Context: an optimization exercise on an open-source flow, tuned for small area, a short achievable clock period and few clock cycles per item. The choices shown serve that exercise and are no tape-out recipe. RTL that was checked went through simulation tests only; none was proved equivalent to the original. Only the layout flow was run in run 1; the RTL was not checked for function there.

==> flow/design.v (outline; a module is shown in full before it is edited, if it fits) <==
// module mdo_accum: 114 lines
// module mdo_mul16cs: 430 lines
// module mdo_sq16cs: 191 lines
// module mdo_roots: 99 lines
// module mdo_load_tables: 491 lines
// module minkowski_distance_orders: 81 lines
module minkowski_distance_orders #(
  parameter int unsigned MAX_LEN     = mdo_pkg::MAX_LEN_DEF,
  parameter int unsigned COORD_WIDTH = mdo_pkg::COORD_WIDTH_DEF
) (
  input  logic          clk,
  input  logic          rst,
  input  logic          s_tvalid,
  output logic          s_tready,
  input  logic [31:0]   s_tdata,    
  input  logic          s_tlast,    
  output logic          m_tvalid,
  input  logic          m_tready,
  output logic [111:0]  m_tdata,    
  output logic          m_tuser     
);
  // ...
==> flow/run.sh <==
#!/bin/bash
# synth_recipe.tcl (not shown) runs the flow's synth.tcl, then flattens the netlist and writes it again
# the make line also repeats each setting of config.mk as NAME=value (left out here)
make -C /OpenROAD-flow-scripts/flow DESIGN_CONFIG=/design/flow/config.mk WORK_HOME=/design/flow/orfs CLKGATE_MAP_FILE= SYNTH_SCRIPT=/design/flow/synth_recipe.tcl finish
==> flow/config.mk <==
export PLATFORM = sky130hd
export DESIGN_NAME = minkowski_distance_orders
export DESIGN_NICKNAME = minkowski_distance_orders
export VERILOG_FILES = /design/flow/design.v
export SDC_FILE = /design/flow/constraint.sdc
export NUM_CORES = 4
export LEC_CHECK = 0
export CAP_MARGIN = 20
export CORE_MARGIN = 2
export CORE_UTILIZATION = 40
export SLEW_MARGIN = 20
==> flow/constraint.sdc <==
create_clock -name core_clock -period 10.0 [get_ports {clk}]
set_input_delay 2.0000 -clock core_clock [delete_from_list [all_inputs] [get_ports {clk}]]
set_output_delay 2.0000 -clock core_clock [all_outputs]
set_load 0.01 [all_outputs]
==> qor.csv, run 1 <==
stage;metric;value;unit
status;status;timing/DRC/antenna clean;
finish;most frequent cells in the layout;nand2_1 (680), inv_1 (511), nor2_1 (439);
die;Tap Count;1794;
clock_tree;post-CTS sizing;0;
global_route;antenna violations before repair;6;
clock_tree;clock tree buffer depth;3;
global_route;first-pass GRT wire length;240000;um
timing;fmax;167;MHz
clock_tree;# clock sinks;698;
timing;hold slack;408;ps
setup_path;crit-path cells;nand2_1, buf_4, buf_4, and2_1, fa_1, ha_1, inv_1, fa_1, nand2b_1, a211o_1, a21oi_1, o21bai_1, o31ai_1, a311o_1, a311o_1, a31oi_4, a21oi_2, a21boi_0, o31a_1;
synthesis;EDFF count, synth;290;
setup_path;slowest stage delay, CP;690;ps
finish;fraction of layout cells with a size suffix above 1;0.0445;
finish;number of multi-input logic gates;4616;
timing;Slew Viols, Final;0;
finish;non-filler cells, final;7978;
synthesis;Post-Syn Area;55100;um2
worst_hold_path;HP Class;reg2reg;
setup_path;CP Buf/Inv Count;3;
worst_hold_path;Worst Hold Launch;u_roots.rs[19]$_DFF_P_;
placement;placed insts;7818;
finish;# clk buffers;110;
worst_hold_path;hold worst-path end;u_roots.rs[21]$_DFF_P_;
finish;Fillers;13400;
setup_path;Crit path arrival time;6450;ps
synthesis;main combinational cell family by area after synthesis;adder cells;
placement;placed cell area;58300;um2
drt;ANT nets after route;0;
global_route;M3 GR Usage;0.0302;
setup_path;Reg2Reg Depth;19;
clock_tree;TritonCTS clock tree;yes;
synthesis;post-synthesis compound-gate area fraction;0.154;
synthesis;Post-synth top cells;nand2_1 (680), inv_1 (514), nor2_1 (441);
synthesis;yosys warns;3;
timing;Slew HR;0.279;
==> module mdo_accum, before the edit <==
module mdo_accum (
  input  logic                    clk,
  input  logic                    rst,
  input  logic                    s_tvalid,
  output logic                    s_tready,
  input  logic [31:0]             s_tdata,
  input  logic                    s_tlast,
  input  logic                    take,        
  output logic                    full,        
  output logic [SUM_ABS_W-1:0]    sum_abs,
  output logic [SUM_SQ_W-1:0]     sum_sq,      
  output logic [SUM_CUBE_W-1:0]   sum_cube,    
  output logic [COORD_W-1:0]      max_abs,
  output logic                    ovf
);
  logic        ph;           
  logic        nf;           
  logic        adv;          
  logic        blk;
  logic        v0, l0, f0;
  logic [15:0] x0, y0;
  logic        v1, l1, f1;
  logic [15:0] d1;
  logic        v2, l2, f2;
  logic [15:0] d2;
  logic [31:0] q2;
  logic [31:0] ps, pc;       
  logic        hv, hl;       
  logic [7:0]  cnt;
  logic signed [16:0] df;
  logic [15:0] dabs;
  logic [15:0] mop;
  assign blk      = v1 && f1 && (full || (v2 && l2));
  assign adv      = ph && !blk;
  assign s_tready = adv;
  assign df   = $signed({x0[15], x0}) - $signed({y0[15], y0});
  assign dabs = df[16] ? 16'(-df) : df[15:0];
  assign mop  = ph ? q2[31:16] : q2[15:0];
  logic [31:0] csa_s, csa_c, sq_s, sq_c;
  mdo_mul16cs u_mul (.a(d2), .b(mop), .p_s(csa_s), .p_c(csa_c));
  mdo_sq16cs  u_sq  (.d(d1), .q_s(sq_s), .q_c(sq_c));
  always_ff @(posedge clk) begin
    if (rst) begin
      ph <= 1'b0;
      nf <= 1'b1;
      v0 <= 1'b0;
      v1 <= 1'b0;
      v2 <= 1'b0;
      hv <= 1'b0;
      full <= 1'b0;
    end else begin
      ph <= !ph;
      if (adv) begin
        v0 <= s_tvalid;
        if (s_tvalid) nf <= s_tlast;
        v1 <= v0;
        v2 <= v1;
      end else if (ph) begin
        v2 <= 1'b0;
      end
      if (ph) hv <= v2;
      else    hv <= 1'b0;
      if (take) full <= 1'b0;
      else if (!ph && hv && hl) full <= 1'b1;
    end
  end
  always_ff @(posedge clk) begin
    if (adv) begin
      x0 <= s_tdata[15:0];
      y0 <= s_tdata[31:16];
      l0 <= s_tlast;
      f0 <= nf;
      d1 <= dabs;
      l1 <= l0;
      f1 <= f0;
      d2 <= d1;
      q2 <= sq_s + sq_c;
      l2 <= l1;
      f2 <= f1;
    end
    ps <= csa_s;
    pc <= csa_c;
    if (ph) hl <= l2;
  end
  logic        sat;          
  logic [SUM_CUBE_W-1:0] cz, ca, cb, cs, ck, cn;
  assign sat = ovf || cnt[7];
  assign cz = (ph && f2) ? '0 : sum_cube;
  assign ca = ph ? SUM_CUBE_W'(ps) : SUM_CUBE_W'({ps, 16'h0000});
  assign cb = ph ? SUM_CUBE_W'(pc) : SUM_CUBE_W'({pc, 16'h0000});
  assign cs = cz ^ ca ^ cb;
  assign ck = (cz & ca) | (cz & cb) | (ca & cb);
  assign cn = cs + {ck[SUM_CUBE_W-2:0], 1'b0};
  always_ff @(posedge clk) begin
    if (!ph && v2) begin
      if (f2) begin
        sum_abs <= SUM_ABS_W'(d2);
        sum_sq  <= SUM_SQ_W'(q2);
        max_abs <= d2;
        cnt     <= 8'd1;
        ovf     <= 1'b0;
      end else begin
        sum_abs <= sat ? '1 : sum_abs + SUM_ABS_W'(d2);
        sum_sq  <= sat ? '1 : sum_sq + SUM_SQ_W'(q2);
        if (d2 > max_abs) max_abs <= d2;
        if (sat) ovf <= 1'b1;
        else     cnt <= cnt + 8'd1;
      end
    end
    if ((ph && v2) || (!ph && hv)) begin
      sum_cube <= (ovf && !(ph && f2)) ? '1 : cn;
    end
  end
endmodule
==> run 2: changes to the inputs <==
--- a/flow/design.v
+++ b/flow/design.v
@@ -40,13 +40,13 @@
   logic [31:0] ps, pc;       
   logic        hv, hl;       
   logic [7:0]  cnt;
-  logic signed [16:0] df;
+  logic [16:0] df;
   logic [15:0] dabs;
   logic [15:0] mop;
   assign blk      = v1 && f1 && (full || (v2 && l2));
   assign adv      = ph && !blk;
   assign s_tready = adv;
-  assign df   = $signed({x0[15], x0}) - $signed({y0[15], y0});
+  assign df   = {x0[15], x0} - {y0[15], y0};
   assign dabs = df[16] ? 16'(-df) : df[15:0];
   assign mop  = ph ? q2[31:16] : q2[15:0];
   logic [31:0] csa_s, csa_c, sq_s, sq_c;
--- a/flow/config.mk
+++ b/flow/config.mk
@@ -5,6 +5,7 @@
 export SDC_FILE = /design/flow/constraint.sdc
 export NUM_CORES = 4
 export LEC_CHECK = 0
+export ABC_CLOCK_PERIOD_IN_PS = 3000
 export CAP_MARGIN = 20
 export CORE_MARGIN = 2
 export CORE_UTILIZATION = 40
==> run 2 against run 1 <==
Cell count is the same. Register-to-register slack is essentially flat. Critical endpoint unchanged. Cell area is the same. Critical path depth is the same. Global-route usage is the same.
==> qor.csv, run 2 <==
stage;metric;value;unit;change
placement;DPL Wire Length;110000;um;unchanged
synthesis;count of cell types in the netlist;97;;unchanged
status;status;timing/DRC/antenna clean;;unchanged
placement;Placer Congestion;0.928;;unchanged
die;Initial Util;0.402;;unchanged
finish;n_diodes;0;;unchanged
finish;Register Area;16900;um2;unchanged
clock_tree;# clock sinks;698;;unchanged
clock_tree;worst-skew pair later-pin latency;710;ps;about the same
finish;Largest regs;u_roots.r3: 71 flops, u_roots.t3: 71 flops, u_accum.sum_cube: 56 flops;;unchanged
die;Die W;375;um;unchanged
timing;Slew HR;0.279;;unchanged
drt;Pre-antenna DRT Iters;6;;unchanged
finish;fin area;61100;um2;unchanged
drt;drt drc;0;;unchanged
timing;Hold Vio Cnt, Final;0;;unchanged
synthesis;synth top area cells;edfxtp_1 (16%), dfxtp_1 (15%), fa_1 (14%);;unchanged
synthesis;Syn Inst Count;6084;;unchanged
timing;post-route minimum period;6000;ps;unchanged
die;FP Rows;136;;unchanged
finish;Final Core Density;0.446;;unchanged
clock_tree;post-CTS sizing;0;;unchanged
clock_tree;CTS root buf;clkbuf_16;;unchanged
flow_run;Max Cap Violations;0;;unchanged
synthesis;post-synthesis sequential area ratio;0.306;;unchanged
global_route;antenna violations before repair;6;;unchanged
global_route;first-pass GRT wire length;240000;um;unchanged
setup_path;crit-path cells;nand2_1, buf_4, buf_4, and2_1, fa_1, ha_1, inv_1, fa_1, nand2b_1, a211o_1, a21oi_1, o21bai_1, o31ai_1, a311o_1, a311o_1, a31oi_4, a21oi_2, a21boi_0, o31a_1;;unchanged
timing;Tcrit/Tclk final;0.600;;unchanged
die;Ports;152;;unchanged
clock_tree;hold bufs inserted after CTS;0;;unchanged
synthesis;EDFF count, synth;290;;unchanged
setup_path;CP max stage cell;dfxtp_4;;unchanged
drt;Via Count;43400;;unchanged
synthesis;most frequent cell after synthesis;nand2_1;;unchanged
clock_tree;clock buffer count from CTS;85;;unchanged
placement;placed cell area;58300;um2;unchanged
global_route;vias in the first global route;43400;;unchanged
synthesis;async set-reset flop share out of synthesis;0;;unchanged
synthesis;Post-synth top cells;nand2_1 (680), inv_1 (514), nor2_1 (441);;unchanged
setup_path;CP max FO;41;;unchanged
timing;setup TNS;0;ps;unchanged
finish;commonest non-fill, non-tap cell in the layout;nand2_1;;unchanged
synthesis;yosys warns;3;;unchanged
setup_path;slowest stage delay, CP;690;ps;about the same
finish;Fillers;13400;;unchanged
die;Die Span Y;375;um;unchanged
synthesis;most common flop cell mapped by yosys;dfxtp_1;;unchanged
drt;DRT iter0 DRCs;3122;;unchanged
finish;fraction of layout cells with a size suffix above 1;0.0445;;unchanged
clock_tree;Setup Fix Bufs, Post-CTS;0;;unchanged
finish;most frequent cells in the layout;nand2_1 (680), inv_1 (511), nor2_1 (439);;unchanged
drt;wire length per cell;18.7;um;unchanged
timing;fmax;167;MHz;unchanged
finish;area of the multi-input gates;35400;um2;unchanged
die;Die ar.;141000;um2;unchanged
drt;ANT nets after route;0;;unchanged
placement;PortBufs;150;;unchanged
clock_tree;clk slew on worst S/H paths;60;ps;about the same
global_route;global route total overflow;0;;unchanged
synthesis;Post-Syn Area;55100;um2;unchanged
setup_path;Crit path required time;10450;ps;about the same
synthesis;top cell type's share of synthesized area;0.158;;unchanged
clock_tree;clock tree buffer depth;3;;unchanged
synthesis;Yosys reg bits;698;;unchanged
global_route;largest net degree at the start of global routing;139;;unchanged
worst_hold_path;HP Class;reg2reg;;unchanged
drt;final WL;150000;um;unchanged
drt;via/cell ratio;5.44;;unchanged
timing;Slew Viols, Final;0;;unchanged
setup_path;kind of critical path;reg2reg;;unchanged
synthesis;dominant cell type by area after synthesis;edfxtp_1;;unchanged
timing;Worst-Margin Slew;1080;ps;unchanged
synthesis;syn_area_per_cell;9.06;um2;unchanged
clock_tree;TritonCTS clock tree;yes;;unchanged
die;core area;137000;um2;unchanged
finish;Area Overhead vs Synth;10.9;%;unchanged
global_route;gr usage total;0.211;;unchanged
clock_tree;CTS H-tree lvls;3;;unchanged
timing;RSZ-0062 raised after global routing;false;;unchanged
setup_path;element type at the critical path start;flop;;unchanged
setup_path;Crit path arrival time;6450;ps;about the same
timing;final setup fails;0;;unchanged
setup_path;endpoint class of the critical path;flop;;unchanged
timing;Final Skew;37.9;ps;unchanged
finish;nets;6915;;unchanged
## run 2: cell counts in the layout (fill, tap and decap cells not counted)
No cell type changed its count.
## run 2: kinds of logic after synthesis
logic type | after synthesis | synth area share
other | 2 | 0.000136
adder cells (fa/ha/maj) | 767 | 0.226
AND/OR/NAND/NOR | 2068 | 0.181
flip-flops | 698 | 0.306
multiplexers | 171 | 0.0318
buffers and inverters | 770 | 0.0532
XOR/XNOR | 297 | 0.0472
AO/OA/AOI/OAI | 1311 | 0.154
## run 2: cell type report
type,instances,share of cell area
well taps,1794,0.0367
multi-input cells,4616,0.578
clock inverters,50,0.00900
clock buffers,110,0.0380
inverters,516,0.0318
repair buffers,194,0.0300
flip-flops and latches,698,0.276
## run 2: metal layers
metal	global-route usage	vias to the layer above	part of all wire	routed length (um)
met1	0.287	21000	0.46	68200
li1	-	21000	-	-
met5	0	-	0.00029	43
met2	0.345	1186	0.46	68700
met3	0.0302	257	0.056	8350
met4	0.0679	6	0.029	4260
## run 2: stage by stage
step | hold WS, ps | setup slack [ps] | cells
2_1_floorplan | 399 | 4370 | 6084
3_3_place_gp | 403 | 4210 | 7818
3_5_place_dp | 405 | 4110 | 7818
4_1_cts | 405 | 4050 | 7978
5_1_grt | 432 | 3690 | 7978
6_report | 408 | 4000 | 7978
## run 2: worst paths after layout
check	endpoint	slack (ps)	depth (start not counted)	start
setup reg to reg	u_accum.sum_cube[51]$_SDFFCE_PP1P_	4000	19	u_accum.ph$_SDFF_PP0_
hold reg to reg	u_roots.rs[21]$_DFF_P_	410	2	u_roots.rs[19]$_DFF_P_
setup / recovery	u_accum.sum_cube[51]$_SDFFCE_PP1P_	4000	19	u_accum.ph$_SDFF_PP0_
hold / removal	u_roots.rs[21]$_DFF_P_	410	2	u_roots.rs[19]$_DFF_P_
## run 2: worst max-delay path, delay by kind of cell (launching register included)
family          cells  cell delay, ps
simple gates        3             520
compound gates     10            2820
buf+inv             3             530
fa+ha+maj           3            1140
flops               1             690
Testbench counts of run 2, summed over its fixed seeds: cycles 14,866, items 384.
==> module mdo_roots, before the edit <==
module mdo_roots (
  input  logic                    clk,
  input  logic                    rst,
  input  logic                    load,
  input  logic [SUM_SQ_W-1:0]     sum_sq,      
  input  logic [SUM_CUBE_W-1:0]   sum_cube,    
  output logic                    last,        
  output logic [DIST_W-1:0]       euclid,
  output logic [DIST_W-1:0]       cubic
);
  localparam int unsigned LD    = 3;
  localparam int unsigned STEPS = 36 - LD;
  logic        busy;
  logic [5:0]  k;
  logic [39:0] rs;           
  logic [36:0] r2;
  logic [35:0] y2;
  logic [38:0] r2s, t2, d2;
  logic        b2;
  logic [55:0] rc;
  logic [70:0] r3;
  logic [70:0] t3;           
  logic [35:0] y3;
  logic [74:0] r3s, d3;
  logic        b3;
  logic [70:0] t3_0, t3_1;
  logic [1:0]  ly3;
  logic [5:0]  lr3;
  logic [6:0]  lt3;
  logic [2:0]  ly2;
  logic [3:0]  lr2;
  mdo_load_tables u_tab (
    .c_top (sum_cube[55:51]),
    .s_top (sum_sq[39:34]),
    .c_y   (ly3),
    .c_r   (lr3),
    .c_t   (lt3),
    .s_y   (ly2),
    .s_r   (lr2)
  );
  assign last = busy && (k == 6'(STEPS - 1));
  assign r2s = {r2[36:0], rs[39:38]};
  assign t2  = {1'b0, y2[35:0], 2'b01};
  assign d2  = r2s - t2;
  assign b2  = !d2[38];
  assign r3s = {1'b0, r3, rc[55:53]};
  assign d3  = r3s - {4'b0, t3};
  assign b3  = !d3[74];
  logic [70:0] a0, b0, c0, s0, k0, a1, b1, c1, s1, k1;
  assign a0 = {t3[68:0], 2'b10};
  assign b0 = ~(71'({y3[34:0], 3'b011}));
  assign c0 = ~(71'({y3[34:0], 2'b00}));
  assign s0 = a0 ^ b0 ^ c0;
  assign k0 = (a0 & b0) | (a0 & c0) | (b0 & c0);
  assign t3_0 = s0 + {k0[69:0], 1'b0};
  assign a1 = {t3[68:0], 2'b00};
  assign b1 = 71'({y3[34:0], 5'b01111});
  assign c1 = 71'({y3[34:0], 2'b00});
  assign s1 = a1 ^ b1 ^ c1;
  assign k1 = (a1 & b1) | (a1 & c1) | (b1 & c1);
  assign t3_1 = s1 + {k1[69:0], 1'b0};
  assign euclid = y2;
  assign cubic  = y3;
  always_ff @(posedge clk) begin
    if (rst) begin
      busy <= 1'b0;
    end else if (load) begin
      busy <= 1'b1;
    end else if (last) begin
      busy <= 1'b0;
    end
  end
  always_ff @(posedge clk) begin
    if (load) begin
      k  <= '0;
      rs <= {sum_sq[39-2*LD:0], {(2*LD){1'b0}}};
      r2 <= 37'(lr2);
      rc <= {sum_cube[59-3*LD:0], {(3*LD-4){1'b0}}};
      r3 <= 71'(lr3);
      t3 <= 71'(lt3);
    end else begin
      k  <= k + 6'd1;
      rs <= {rs[37:0], 2'b00};
      r2 <= b2 ? d2[36:0] : r2s[36:0];
      rc <= {rc[52:0], 3'b000};
      r3 <= b3 ? d3[70:0] : r3s[70:0];
      t3 <= b3 ? t3_1 : t3_0;
    end
  end
  always_ff @(posedge clk) begin
    if (load) begin
      y2 <= 36'(ly2);
      y3 <= 36'(ly3);
    end else if (busy) begin
      y2 <= {y2[34:0], b2};
      y3 <= {y3[34:0], b3};
    end
  end
endmodule
==> module minkowski_distance_orders, before the edit <==
module minkowski_distance_orders #(
  parameter int unsigned MAX_LEN     = mdo_pkg::MAX_LEN_DEF,
  parameter int unsigned COORD_WIDTH = mdo_pkg::COORD_WIDTH_DEF
) (
  input  logic          clk,
  input  logic          rst,
  input  logic          s_tvalid,
  output logic          s_tready,
  input  logic [31:0]   s_tdata,    
  input  logic          s_tlast,    
  output logic          m_tvalid,
  input  logic          m_tready,
  output logic [111:0]  m_tdata,    
  output logic          m_tuser     
);
  logic                    full;
  logic                    take;
  logic                    root_last;
  logic [SUM_ABS_W-1:0]    sum_abs;
  logic [SUM_SQ_W-1:0]     sum_sq;
  logic [SUM_CUBE_W-1:0]   sum_cube;
  logic [COORD_W-1:0]      max_abs;
  logic                    ovf;
  logic                    busy;         
  logic [DIST_W-1:0]       euclid, cubic;
  logic [SUM_ABS_W-1:0]    manhattan_dist;
  logic [CHEB_W-1:0]       chebyshev_dist;
  logic                    overflow;
  mdo_accum u_accum (
    .clk      (clk),
    .rst      (rst),
    .s_tvalid (s_tvalid),
    .s_tready (s_tready),
    .s_tdata  (s_tdata),
    .s_tlast  (s_tlast),
    .take     (take),
    .full     (full),
    .sum_abs  (sum_abs),
    .sum_sq   (sum_sq),
    .sum_cube (sum_cube),
    .max_abs  (max_abs),
    .ovf      (ovf)
  );
  assign take = full && (!busy || (m_tvalid && m_tready));
  mdo_roots u_roots (
    .clk      (clk),
    .rst      (rst),
    .load     (take),
    .sum_sq   (sum_sq),
    .sum_cube (sum_cube),
    .last     (root_last),
    .euclid   (euclid),
    .cubic    (cubic)
  );
  always_ff @(posedge clk) begin
    if (rst) begin
      busy     <= 1'b0;
      m_tvalid <= 1'b0;
    end else begin
      if (take) begin
        busy <= 1'b1;
      end else if (m_tvalid && m_tready) begin
        busy <= 1'b0;
      end
      if (root_last) begin
        m_tvalid <= 1'b1;
      end else if (m_tready) begin
        m_tvalid <= 1'b0;
      end
    end
  end
  always_ff @(posedge clk) begin
    if (take) begin
      manhattan_dist <= sum_abs;
      chebyshev_dist <= max_abs;
      overflow       <= ovf;
    end
  end
  assign m_tdata = {1'b0, chebyshev_dist, cubic, euclid, manhattan_dist};
  assign m_tuser = overflow;
endmodule
==> run 3: changes to the inputs <==
--- a/flow/design.v
+++ b/flow/design.v
@@ -30,8 +30,6 @@
   logic        nf;           
   logic        adv;          
   logic        blk;
-  logic        v0, l0, f0;
-  logic [15:0] x0, y0;
   logic        v1, l1, f1;
   logic [15:0] d1;
   logic        v2, l2, f2;
@@ -46,7 +44,7 @@
   assign blk      = v1 && f1 && (full || (v2 && l2));
   assign adv      = ph && !blk;
   assign s_tready = adv;
-  assign df   = {x0[15], x0} - {y0[15], y0};
+  assign df   = {s_tdata[15], s_tdata[15:0]} - {s_tdata[31], s_tdata[31:16]};
   assign dabs = df[16] ? 16'(-df) : df[15:0];
   assign mop  = ph ? q2[31:16] : q2[15:0];
   logic [31:0] csa_s, csa_c, sq_s, sq_c;
@@ -56,7 +54,6 @@
     if (rst) begin
       ph <= 1'b0;
       nf <= 1'b1;
-      v0 <= 1'b0;
       v1 <= 1'b0;
       v2 <= 1'b0;
       hv <= 1'b0;
@@ -64,9 +61,8 @@
     end else begin
       ph <= !ph;
       if (adv) begin
-        v0 <= s_tvalid;
+        v1 <= s_tvalid;
         if (s_tvalid) nf <= s_tlast;
-        v1 <= v0;
         v2 <= v1;
       end else if (ph) begin
         v2 <= 1'b0;
@@ -79,13 +75,9 @@
   end
   always_ff @(posedge clk) begin
     if (adv) begin
-      x0 <= s_tdata[15:0];
-      y0 <= s_tdata[31:16];
-      l0 <= s_tlast;
-      f0 <= nf;
       d1 <= dabs;
-      l1 <= l0;
-      f1 <= f0;
+      l1 <= s_tlast;
+      f1 <= nf;
       d2 <= d1;
       q2 <= sq_s + sq_c;
       l2 <= l1;
@@ -757,16 +749,16 @@
   output logic [DIST_W-1:0]       euclid,
   output logic [DIST_W-1:0]       cubic
 );
-  localparam int unsigned LD    = 3;
+  localparam int unsigned LD    = 5;    
   localparam int unsigned STEPS = 36 - LD;
   logic        busy;
   logic [5:0]  k;
-  logic [39:0] rs;           
+  logic [33:0] rs;           
   logic [36:0] r2;
   logic [35:0] y2;
   logic [38:0] r2s, t2, d2;
   logic        b2;
-  logic [55:0] rc;
+  logic [50:0] rc;
   logic [70:0] r3;
   logic [70:0] t3;           
   logic [35:0] y3;
@@ -787,12 +779,40 @@
     .s_y   (ly2),
     .s_r   (lr2)
   );
+  logic [8:0]  xa3;  logic [9:0]  da3;  logic ta3;  logic [7:0]  ra3;  logic [9:0]  ua3;
+  logic [10:0] xb3;  logic [11:0] db3;  logic tb3;  logic [9:0]  rb3;  logic [11:0] ub3;
+  logic [2:0]  ya3;
+  logic [5:0]  xa2, da2;  logic ta2;  logic [4:0] ra2;
+  logic [6:0]  xb2, db2;  logic tb2;  logic [5:0] rb2;
+  logic [3:0]  ya2;
+  assign xa3 = {lr3, sum_cube[50:48]};
+  assign da3 = {1'b0, xa3} - {3'b0, lt3};
+  assign ta3 = !da3[9];
+  assign ra3 = ta3 ? da3[7:0] : xa3[7:0];
+  assign ya3 = {ly3, ta3};
+  assign ua3 = ta3 ? ({1'b0, lt3, 2'b00} + 10'(36 * ly3) + 10'd15)
+                   : ({1'b0, lt3, 2'b00} - 10'(12 * ly3) - 10'd3);
+  assign xb3 = {ra3, sum_cube[47:45]};
+  assign db3 = {1'b0, xb3} - {2'b0, ua3};
+  assign tb3 = !db3[11];
+  assign rb3 = tb3 ? db3[9:0] : xb3[9:0];
+  assign ub3 = tb3 ? ({ua3, 2'b00} + 12'(36 * ya3) + 12'd15)
+                   : ({ua3, 2'b00} - 12'(12 * ya3) - 12'd3);
+  assign xa2 = {lr2, sum_sq[33:32]};
+  assign da2 = xa2 - {1'b0, ly2, 2'b01};
+  assign ta2 = !da2[5] && (xa2 >= {1'b0, ly2, 2'b01});
+  assign ra2 = ta2 ? da2[4:0] : xa2[4:0];
+  assign ya2 = {ly2, ta2};
+  assign xb2 = {ra2, sum_sq[31:30]};
+  assign db2 = xb2 - {1'b0, ya2, 2'b01};
+  assign tb2 = (xb2 >= {1'b0, ya2, 2'b01});
+  assign rb2 = tb2 ? db2[5:0] : xb2[5:0];
   assign last = busy && (k == 6'(STEPS - 1));
-  assign r2s = {r2[36:0], rs[39:38]};
+  assign r2s = {r2[36:0], rs[33:32]};
   assign t2  = {1'b0, y2[35:0], 2'b01};
   assign d2  = r2s - t2;
   assign b2  = !d2[38];
-  assign r3s = {1'b0, r3, rc[55:53]};
+  assign r3s = {1'b0, r3, rc[50:48]};
   assign d3  = r3s - {4'b0, t3};
   assign b3  = !d3[74];
   logic [70:0] a0, b0, c0, s0, k0, a1, b1, c1, s1, k1;
@@ -822,24 +842,24 @@
   always_ff @(posedge clk) begin
     if (load) begin
       k  <= '0;
-      rs <= {sum_sq[39-2*LD:0], {(2*LD){1'b0}}};
-      r2 <= 37'(lr2);
-      rc <= {sum_cube[59-3*LD:0], {(3*LD-4){1'b0}}};
-      r3 <= 71'(lr3);
-      t3 <= 71'(lt3);
+      rs <= {sum_sq[29:0], 4'b0000};
+      r2 <= 37'(rb2);
+      rc <= {sum_cube[44:0], 6'b000000};
+      r3 <= 71'(rb3);
+      t3 <= 71'(ub3);
     end else begin
       k  <= k + 6'd1;
-      rs <= {rs[37:0], 2'b00};
+      rs <= {rs[31:0], 2'b00};
       r2 <= b2 ? d2[36:0] : r2s[36:0];
-      rc <= {rc[52:0], 3'b000};
+      rc <= {rc[47:0], 3'b000};
       r3 <= b3 ? d3[70:0] : r3s[70:0];
       t3 <= b3 ? t3_1 : t3_0;
     end
   end
   always_ff @(posedge clk) begin
     if (load) begin
-      y2 <= 36'(ly2);
-      y3 <= 36'(ly3);
+      y2 <= 36'({ya2, tb2});
+      y3 <= 36'({ya3, tb3});
     end else if (busy) begin
       y2 <= {y2[34:0], b2};
       y3 <= {y3[34:0], b3};
@@ -1354,7 +1374,14 @@
   output logic          m_tuser     
 );
   logic                    full;
-  logic                    take;
+  logic                    move;         
+  logic                    take;         
+  logic                    bfull;
+  logic [SUM_ABS_W-1:0]    b_abs;
+  logic [SUM_SQ_W-1:0]     b_sq;
+  logic [SUM_CUBE_W-1:0]   b_cube;
+  logic [COORD_W-1:0]      b_max;
+  logic                    b_ovf;
   logic                    root_last;
   logic [SUM_ABS_W-1:0]    sum_abs;
   logic [SUM_SQ_W-1:0]     sum_sq;
@@ -1373,7 +1400,7 @@
     .s_tready (s_tready),
     .s_tdata  (s_tdata),
     .s_tlast  (s_tlast),
-    .take     (take),
+    .take     (move),
     .full     (full),
     .sum_abs  (sum_abs),
     .sum_sq   (sum_sq),
@@ -1381,13 +1408,32 @@
     .max_abs  (max_abs),
     .ovf      (ovf)
   );
-  assign take = full && (!busy || (m_tvalid && m_tready));
+  assign move = full && !bfull;
+  assign take = bfull && (!busy || (m_tvalid && m_tready));
+  always_ff @(posedge clk) begin
+    if (rst) begin
+      bfull <= 1'b0;
+    end else if (move) begin
+      bfull <= 1'b1;
+    end else if (take) begin
+      bfull <= 1'b0;
+    end
+  end
+  always_ff @(posedge clk) begin
+    if (move) begin
+      b_abs  <= sum_abs;
+      b_sq   <= sum_sq;
+      b_cube <= sum_cube;
+      b_max  <= max_abs;
+      b_ovf  <= ovf;
+    end
+  end
   mdo_roots u_roots (
     .clk      (clk),
     .rst      (rst),
     .load     (take),
-    .sum_sq   (sum_sq),
-    .sum_cube (sum_cube),
+    .sum_sq   (b_sq),
+    .sum_cube (b_cube),
     .last     (root_last),
     .euclid   (euclid),
     .cubic    (cubic)
@@ -1411,9 +1457,9 @@
   end
   always_ff @(posedge clk) begin
     if (take) begin
-      manhattan_dist <= sum_abs;
-      chebyshev_dist <= max_abs;
-      overflow       <= ovf;
+      manhattan_dist <= b_abs;
+      chebyshev_dist <= b_max;
+      overflow       <= b_ovf;
     end
   end
   assign m_tdata = {1'b0, chebyshev_dist, cubic, euclid, manhattan_dist};
--- a/flow/config.mk
+++ b/flow/config.mk
@@ -5,7 +5,6 @@
 export SDC_FILE = /design/flow/constraint.sdc
 export NUM_CORES = 4
 export LEC_CHECK = 0
-export ABC_CLOCK_PERIOD_IN_PS = 3000
 export CAP_MARGIN = 20
 export CORE_MARGIN = 2
 export CORE_UTILIZATION = 40
==> run 3 against run 2 <==
Synthesized area increased by 8.4%. Highest routed layer is now met4. Non-clock buffer count is 2 higher. Die area rose by 8.3%. Wire length is 8.9% higher. Global-route usage grew 0.10 points. Largest cell class unchanged. First-iteration DRC count fell by 7.1%. Clock skew is 10 ps higher. Via count up 5.9%. Count of clock-buffer cells in the layout is 12 higher.
==> qor.csv, run 3 <==
stage;metric;value;unit;change
status;status;timing/DRC/antenna clean;;unchanged
die;Ports;152;;unchanged
clock_tree;Setup Fix Bufs, Post-CTS;0;;unchanged
clock_tree;clock tree buffer depth;3;;unchanged
timing;RSZ-0062 raised after global routing;false;;unchanged
setup_path;setup slack, reg-to-reg;3550;ps;was 4000 ps
die;Die ar.;153000;um2;was 141,000 um2
synthesis;most frequent cell after synthesis;nand2_1;;unchanged
clock_tree;post-CTS sizing;0;;unchanged
clock_tree;worst-skew pair later-pin latency;720;ps;was 710 ps
synthesis;EDFF count, synth;396;;was 290
timing;Tcrit/Tclk final;0.645;;was 0.600
global_route;GR Util met1;0.290;;was 0.287
finish;Fillers;14200;;was 13,400
clock_tree;hold bufs inserted after CTS;0;;unchanged
clock_tree;clk slew on worst S/H paths;60;ps;about the same
global_route;M3 GR Usage;0.0407;;was 0.0302
global_route;largest net degree at the start of global routing;172;;was 139
setup_path;CP startpoint;b_cube[55]$_DFFE_PP_;;was u_accum.ph$_SDFF_PP0_
timing;fmax;155;MHz;was 167 MHz
clock_tree;CTS H-tree lvls;3;;unchanged
drt;via/cell ratio;5.44;;about the same
synthesis;syn_area_per_cell;9.35;um2;was 9.06 um2
synthesis;async set-reset flop share out of synthesis;0;;unchanged
drt;ANT nets after route;0;;unchanged
setup_path;Reg2Reg Depth;23;;was 19
placement;PortBufs;150;;unchanged
finish;Final Core Density;0.449;;was 0.446
synthesis;count of cell types in the netlist;97;;unchanged
timing;final setup fails;0;;unchanged
synthesis;Post-Syn Area;59800;um2;was 55,100 um2
placement;DPL Wire Length;120000;um;was 110,000 um
global_route;global route total overflow;0;;unchanged
flow_run;Max Cap Violations;0;;unchanged
timing;Final Skew;48.3;ps;was 37.9 ps
worst_hold_path;HP Class;reg2reg;;unchanged
synthesis;Post-synth top cells;nand2_1 (700), inv_1 (539), a21oi_1 (449);;was nand2_1 (680), inv_1 (514), nor2_1 (441)
timing;Worst-Margin Slew;1210;ps;was 1080 ps
synthesis;dominant cell type by area after synthesis;edfxtp_1;;unchanged
global_route;vias in the first global route;45500;;was 43,400
global_route;met2 usage;0.341;;was 0.345
finish;most frequent cells in the layout;nand2_1 (700), inv_1 (538), a21oi_1 (448);;was nand2_1 (680), inv_1 (511), nor2_1 (439)
finish;Register Area;19800;um2;was 16,900 um2
synthesis;Yosys reg bits;789;;was 698
synthesis;Syn Inst Count;6393;;was 6,084
synthesis;yosys warns;3;;unchanged
global_route;antenna violations before repair;5;;was 6
timing;Slew Viols, Final;0;;unchanged
timing;Hold Vio Cnt, Final;0;;unchanged
finish;Top reg by flops;u_roots.r3;;
synthesis;top cell type's share of synthesized area;0.199;;was 0.158
clock_tree;CTS root buf;clkbuf_16;;unchanged
clock_tree;TritonCTS clock tree;yes;;unchanged
drt;drt drc;0;;unchanged
global_route;busiest grt layer;met2;;unchanged
die;Die Span Y;391;um;was 375 um
timing;Slew HR;0.195;;was 0.279
die;Initial Util;0.404;;was 0.402
finish;Area Overhead vs Synth;11.2;%;was 10.9%
finish;fraction of layout cells with a size suffix above 1;0.0471;;was 0.0445
setup_path;Crit path required time;10510;ps;was 10,450 ps
die;FP Rows;141;;was 136
global_route;gr usage total;0.212;;was 0.211
drt;final WL;163000;um;was 150,000 um
finish;Largest regs;u_roots.r3: 71 flops, u_roots.t3: 70 flops;;was u_roots.r3: 71 flops, u_roots.t3: 71 flops, u_accum.sum_cube: 56 flops
finish;commonest non-fill, non-tap cell in the layout;nand2_1;;unchanged
finish;nets;7301;;was 6,915
die;Die W;391;um;was 375 um
finish;max FFs per register;71;;
drt;Pre-antenna DRT Iters;6;;unchanged
setup_path;Critical R2R Capture;u_roots.r3[2]$_DFF_P_;;was u_accum.sum_cube[51]$_SDFFCE_PP1P_
placement;Placer Congestion;0.925;;was 0.928
synthesis;synth top area cells;edfxtp_1 (20%), dfxtp_1 (13%), fa_1 (13%);;was edfxtp_1 (16%), dfxtp_1 (15%), fa_1 (14%)
setup_path;endpoint class of the critical path;flop;;unchanged
drt;DRT iter0 DRCs;2900;;was 3,122
drt;Via Count;46000;;was 43,400
global_route;first-pass GRT wire length;259000;um;was 240,000 um
die;core area;148000;um2;was 137,000 um2
synthesis;post-synthesis sequential area ratio;0.331;;was 0.306
setup_path;CP max FO;25;;was 41
synthesis;most common flop cell mapped by yosys;edfxtp_1;;was dfxtp_1
setup_path;kind of critical path;reg2reg;;unchanged
timing;post-route minimum period;6450;ps;was 6000 ps
timing;setup TNS;0;ps;unchanged
clock_tree;clock buffer count from CTS;93;;was 85
drt;wire length per cell;19.3;um;was 18.7 um
setup_path;Crit path arrival time;6960;ps;was 6450 ps
clock_tree;# clock sinks;789;;was 698
finish;area of the multi-input gates;37100;um2;was 35,400 um2
setup_path;element type at the critical path start;flop;;unchanged
setup_path;CP Capture Point;u_roots.r3[2]$_DFF_P_;;was u_accum.sum_cube[51]$_SDFFCE_PP1P_
setup_path;Reg-to-Reg Start;b_cube[55]$_DFFE_PP_;;was u_accum.ph$_SDFF_PP0_
run 3: worst min-delay path by stage:
| stage | start | end | slack, ps | cells past startpoint |
|---|---|---|---|---|
| after global placement | u_accum.l1$_DFFE_PP_ | u_accum.l2$_DFFE_PP_ | 400 | 0 |
| after CTS | u_roots.rc[21]$_DFF_P_ | u_roots.rc[24]$_DFF_P_ | 390 | 2 |
| final | u_roots.rc[21]$_DFF_P_ | u_roots.rc[24]$_DFF_P_ | 400 | 2 |
| after detailed placement | u_roots.rs[27]$_DFF_P_ | u_roots.rs[29]$_DFF_P_ | 400 | 2 |
| after floorplan | u_roots.rc[7]$_SDFF_PN0_ | u_roots.rc[10]$_DFF_P_ | 400 | 2 |
| after global routing | u_accum.l1$_DFFE_PP_ | u_accum.l2$_DFFE_PP_ | 420 | 0 |
run 3: cell type report:
class,count,share of cell area
multi-input combinational,4812,0.558
sequential,789,0.297
clock buffer,122,0.0391
tap,1930,0.0363
inverter,542,0.0307
timing repair buffer,196,0.0281
clock inverter,53,0.0104
antenna,3,0.000113
run 3: cells by family (layout without fill, tap and decap cells):
family	after synthesis	in the layout	share of synthesized area
simple gates	2088	2088	0.171
compound gates	1410	1410	0.151
fa+ha+maj	830	830	0.223
buf+inv	794	913	0.0507
flops	789	789	0.331
xor+xnor	340	340	0.0498
mux	140	140	0.0242
other cells	2	7	0.000126
run 3: per-stage QoR:
stage	setup slack (ps)	hold slack [ps]	cells	cell area [um2]
floorplan	3000	399	6395	59800
global placement	3770	403	8268	63100
detailed placement	3600	404	8269	63100
CTS	3540	389	8444	66400
global route	2960	421	8444	66400
finish	3550	399	8447	66400
run 3: worst max-delay path, cell delays in order, from the launching register on:
cell and delay (ps):
edfxtp_1 450, or2_2 500, inv_1 350, o22ai_1 130, buf_4 210, fa_1 450
a21o_1 200, a21oi_1 270, o21a_1 210, o21ai_1 80, buf_4 220, inv_1 380
nand2_1 90, and3_1 180, or3_1 490, inv_1 110, ha_1 200, nand2_1 60
o21ai_0 370, nand4_1 250, nand2_1 570, o21ai_0 190, o211ai_1 140, o21ai_0 140
run 3: layer usage:
layer,vias up,part of all wire
met4,0,0.027
met3,258,0.062
li1,22200,-
met2,1196,0.45
met5,-,0
met1,22300,0.46
Testbench counts of run 3, summed over its fixed seeds: cycles 12,912, items 384.
==> run 4: changes to the inputs <==
--- a/flow/design.v
+++ b/flow/design.v
@@ -749,7 +749,7 @@
   output logic [DIST_W-1:0]       euclid,
   output logic [DIST_W-1:0]       cubic
 );
-  localparam int unsigned LD    = 5;    
+  localparam int unsigned LD    = 4;    
   localparam int unsigned STEPS = 36 - LD;
   logic        busy;
   logic [5:0]  k;
@@ -842,11 +842,11 @@
   always_ff @(posedge clk) begin
     if (load) begin
       k  <= '0;
-      rs <= {sum_sq[29:0], 4'b0000};
-      r2 <= 37'(rb2);
-      rc <= {sum_cube[44:0], 6'b000000};
-      r3 <= 71'(rb3);
-      t3 <= 71'(ub3);
+      rs <= {sum_sq[31:0], 2'b00};
+      r2 <= 37'(ra2);
+      rc <= {sum_cube[47:0], 3'b000};
+      r3 <= 71'(ra3);
+      t3 <= 71'(ua3);
     end else begin
       k  <= k + 6'd1;
       rs <= {rs[31:0], 2'b00};
@@ -858,8 +858,8 @@
   end
   always_ff @(posedge clk) begin
     if (load) begin
-      y2 <= 36'({ya2, tb2});
-      y3 <= 36'({ya3, tb3});
+      y2 <= 36'(ya2);
+      y3 <= 36'(ya3);
     end else if (busy) begin
       y2 <= {y2[34:0], b2};
       y3 <= {y3[34:0], b3};
==> run 4 against run 3 <==
Synthesized cell count decreased by 2.7%. Cell area down 2.0%. Maximum frequency up 4.2%.
==> qor.csv, run 4 <==
stage;metric;value;unit;change
synthesis;Post-synth top cells;nand2_1 (684), inv_1 (519), a21oi_1 (461);;was nand2_1 (700), inv_1 (539), a21oi_1 (449)
synthesis;Syn Inst Count;6223;;was 6,393
timing;Tcrit/Tclk final;0.619;;was 0.645
placement;Placer Congestion;0.902;;was 0.925
finish;Area Overhead vs Synth;11.2;%;about the same
global_route;vias in the first global route;44300;;was 45,500
synthesis;main combinational cell family by area after synthesis;adder cells;;unchanged
flow_run;Max Cap Violations;0;;unchanged
synthesis;yosys warns;3;;unchanged
finish;Top reg by flops;u_roots.r3;;unchanged
timing;RSZ-0062 raised after global routing;false;;unchanged
setup_path;endpoint class of the critical path;flop;;unchanged
setup_path;element type at the critical path start;flop;;unchanged
synthesis;Adder-Cell Fraction of Synth Area;0.219;;was 0.223
die;Ports;152;;unchanged
synthesis;mux contribution to synthesized area;0.0275;;was 0.0242
timing;post-route minimum period;6190;ps;was 6450 ps
drt;final WL;153000;um;was 163,000 um
drt;DRT iter0 DRCs;2841;;was 2,900
timing;Worst-Margin Slew;1050;ps;was 1210 ps
timing;Slew HR;0.302;;was 0.195
placement;PortBufs;150;;unchanged
timing;setup TNS;0;ps;unchanged
timing;fmax;162;MHz;was 155 MHz
global_route;first-pass GRT wire length;246000;um;was 259,000 um
clock_tree;clock buffer count from CTS;94;;was 93
die;Initial Util;0.402;;was 0.404
global_route;antenna violations before repair;1;;was 5
clock_tree;CTS root buf;clkbuf_16;;unchanged
clock_tree;Setup Fix Bufs, Post-CTS;0;;unchanged
timing;Slew Viols, Final;0;;unchanged
setup_path;CP max stage cell;dfxtp_4;;was nand2_1
synthesis;async set-reset flop share out of synthesis;0;;unchanged
clock_tree;clk slew on worst S/H paths;60;ps;about the same
status;status;timing/DRC/antenna clean;;unchanged
synthesis;dominant cell type by area after synthesis;edfxtp_1;;unchanged
clock_tree;worst-skew pair later-pin latency;710;ps;was 720 ps
setup_path;crit-path cells;nand2_2, and2_1, fa_1, ha_1, inv_1, fa_1, nor2b_1, o31a_2, o221ai_1, a2111o_1, a2111oi_2, o21ai_1, a31oi_1, o31ai_1, nor3b_1, xor2_1, o21a_1;;was or2_2, inv_1, o22ai_1, buf_4, fa_1, a21o_1, a21oi_1, o21a_1, o21ai_1, buf_4, inv_1, nand2_1, and3_1, or3_1, inv_1, ha_1, nand2_1, o21ai_0, nand4_1, nand2_1, o21ai_0, o211ai_1, o21ai_0
finish;nets;7105;;was 7,301
die;Die W;387;um;was 391 um
setup_path;CP dominant cell by count;fa_1;;
finish;most frequent cells in the layout;nand2_1 (682), inv_1 (517), a21oi_1 (461);;was nand2_1 (700), inv_1 (538), a21oi_1 (448)
synthesis;Yosys reg bits;794;;was 789
setup_path;slowest stage delay, CP;660;ps;was 570 ps
drt;drt drc;0;;unchanged
synthesis;most frequent cell after synthesis;nand2_1;;unchanged
drt;via/cell ratio;5.37;;was 5.44
drt;ANT nets after route;0;;unchanged
finish;fraction of layout cells with a size suffix above 1;0.0453;;was 0.0471
synthesis;top cell type's share of synthesized area;0.202;;was 0.199
die;Die ar.;149000;um2;was 153,000 um2
die;Die Span Y;387;um;was 391 um
clock_tree;TritonCTS clock tree;yes;;unchanged
drt;wire length per cell;18.5;um;was 19.3 um
global_route;global route total overflow;0;;unchanged
synthesis;EDFF count, synth;394;;was 396
die;core area;146000;um2;was 148,000 um2
clock_tree;clock tree buffer depth;3;;unchanged
timing;Final Skew;39.5;ps;was 48.3 ps
synthesis;most common flop cell mapped by yosys;dfxtp_1;;was edfxtp_1
synthesis;post-synthesis sequential area ratio;0.339;;was 0.331
clock_tree;# clock sinks;794;;was 789
worst_hold_path;HP Class;reg2reg;;unchanged
finish;Largest regs;u_roots.r3: 71 flops, u_roots.t3: 70 flops;;unchanged
synthesis;post-synthesis compound-gate area fraction;0.147;;was 0.151
timing;Hold Vio Cnt, Final;0;;unchanged
clock_tree;post-CTS sizing;0;;unchanged
clock_tree;CTS H-tree lvls;3;;unchanged
drt;Pre-antenna DRT Iters;5;;was 6
setup_path;CP max FO;40;;was 25
synthesis;syn_area_per_cell;9.41;um2;was 9.35 um2
synthesis;Synth Area in Simple Gates;0.169;;was 0.171
finish;fin area;65100;um2;was 66,400 um2
setup_path;Crit path arrival time;6620;ps;was 6960 ps
finish;commonest non-fill, non-tap cell in the layout;nand2_1;;unchanged
synthesis;synth top area cells;edfxtp_1 (20%), dfxtp_1 (14%), fa_1 (13%);;was edfxtp_1 (20%), dfxtp_1 (13%), fa_1 (13%)
timing;final setup fails;0;;unchanged
setup_path;kind of critical path;reg2reg;;unchanged
global_route;gr usage total;0.203;;was 0.212
setup_path;Crit path required time;10430;ps;was 10,510 ps
synthesis;count of cell types in the netlist;98;;was 97
finish;max FFs per register;71;;unchanged
finish;Final Core Density;0.447;;was 0.449
setup_path;CP Buf/Inv Count;1;;was 5
synthesis;Post-Syn Area;58600;um2;was 59,800 um2
setup_path;cell family with most CP delay;compound AO/OA/AOI/OAI gates;;was simple AND/OR/NAND/NOR gates
global_route;largest net degree at the start of global routing;178;;was 172
drt;Via Count;44400;;was 46,000
clock_tree;hold bufs inserted after CTS;0;;unchanged
placement;placed cell area;61900;um2;was 63,100 um2
placement;DPL Wire Length;112000;um;was 120,000 um
synthesis;XOR/XNOR Fraction of Synth Area;0.0486;;was 0.0498
die;FP Rows;140;;was 141
## run 4: changes by cell type in the layout (fill, tap and decap cells not counted), moves of 19 or more
cell / previous run / this run
a21o_1: 157 / 192
ha_1: 441 / 408
a211oi_1: 81 / 52
o21ai_0: 270 / 241
nor2_1: 384 / 412
inv_1: 538 / 517
mux2i_1: 104 / 124
nor2b_1: 230 / 211
## run 4: area by class of cell
cell class / count / area [um2]
clock inverter: 51 / 601
timing repair buffer: 192 / 1830
multi-input combinational: 4671 / 35900
antenna: 1 / 2.50
sequential: 794 / 19800
tap: 1917 / 2400
fill: 14000 / 80500
clock buffer: 123 / 2590
inverter: 521 / 1960
## run 4: metal layers
metal | wire (um) | track usage | vias up
li1 | - | - | 21500
met1 | 69800 | 0.275 | 21600
met2 | 71700 | 0.340 | 1086
met3 | 7440 | 0.0247 | 216
met4 | 4170 | 0.0627 | 0
met5 | 0 | 0 | -
## run 4: path summary, 6_finish.rpt
| kind | start | endpoint | slack, ps | cells past startpoint |
|---|---|---|---|---|
| max | u_accum.ph$_SDFF_PP0_ | u_accum.sum_cube[55]$_SDFFCE_PP1P_ | 3810 | 17 |
| min | u_accum.nf$_SDFFE_PP1P_ | u_accum.f1$_DFFE_PP_ | 420 | 0 |
| max reg2reg | u_accum.ph$_SDFF_PP0_ | u_accum.sum_cube[55]$_SDFFCE_PP1P_ | 3810 | 17 |
| min reg2reg | u_accum.nf$_SDFFE_PP1P_ | u_accum.f1$_DFFE_PP_ | 420 | 0 |
## run 4: kinds of logic after synthesis
group	after synthesis
other cells	2
compound gates	1359
simple gates	2032
flops	794
xor+xnor	325
buf+inv	760
mux	157
fa+ha+maj	794
## run 4: per-stage QoR
stage	instances	worst slack [ps]	hold slack, ps
after floorplan	6225	3000	399
after global placement	8095	3600	404
after detailed placement	8095	4000	405
after CTS	8269	3940	422
after global routing	8270	3550	428
final	8270	3810	418
Testbench counts of run 4, summed over its fixed seeds: cycles 13,181, items 384.

what the ideal ports hide:
The flow's constraints put no driver on any port. The routed layouts listed below were extracted and timed again, unchanged, in two steps. Step 1 sets driving cells, clkbuf_16 on the clock port and buf_2 on the other inputs (assumed; they add their load-dependent delay and slew). Step 2, shift: input delay + t, output delay - t, t = (earliest + latest rising clock arrival at the registers) / 2. This alone moves slack from input paths to output paths. Three values: no drivers, after step 1, after step 2; two values: the first two.
run	t (ns)	slack for setup (ns)	hold slack, ns
run 1	0.766	4.001 / 4.001 / 4.001	0.408 / 0.408 / 0.408
run 2	0.766	4.001 / 4.001 / 4.001	0.408 / 0.408 / 0.408
run 3	0.774	3.548 / 3.548 / 3.548	0.399 / 0.399 / 0.399
run 4	0.764	3.808 / 3.808 / 3.808	0.418 / 0.418 / 0.418
After both steps every run listed still meets setup and hold.
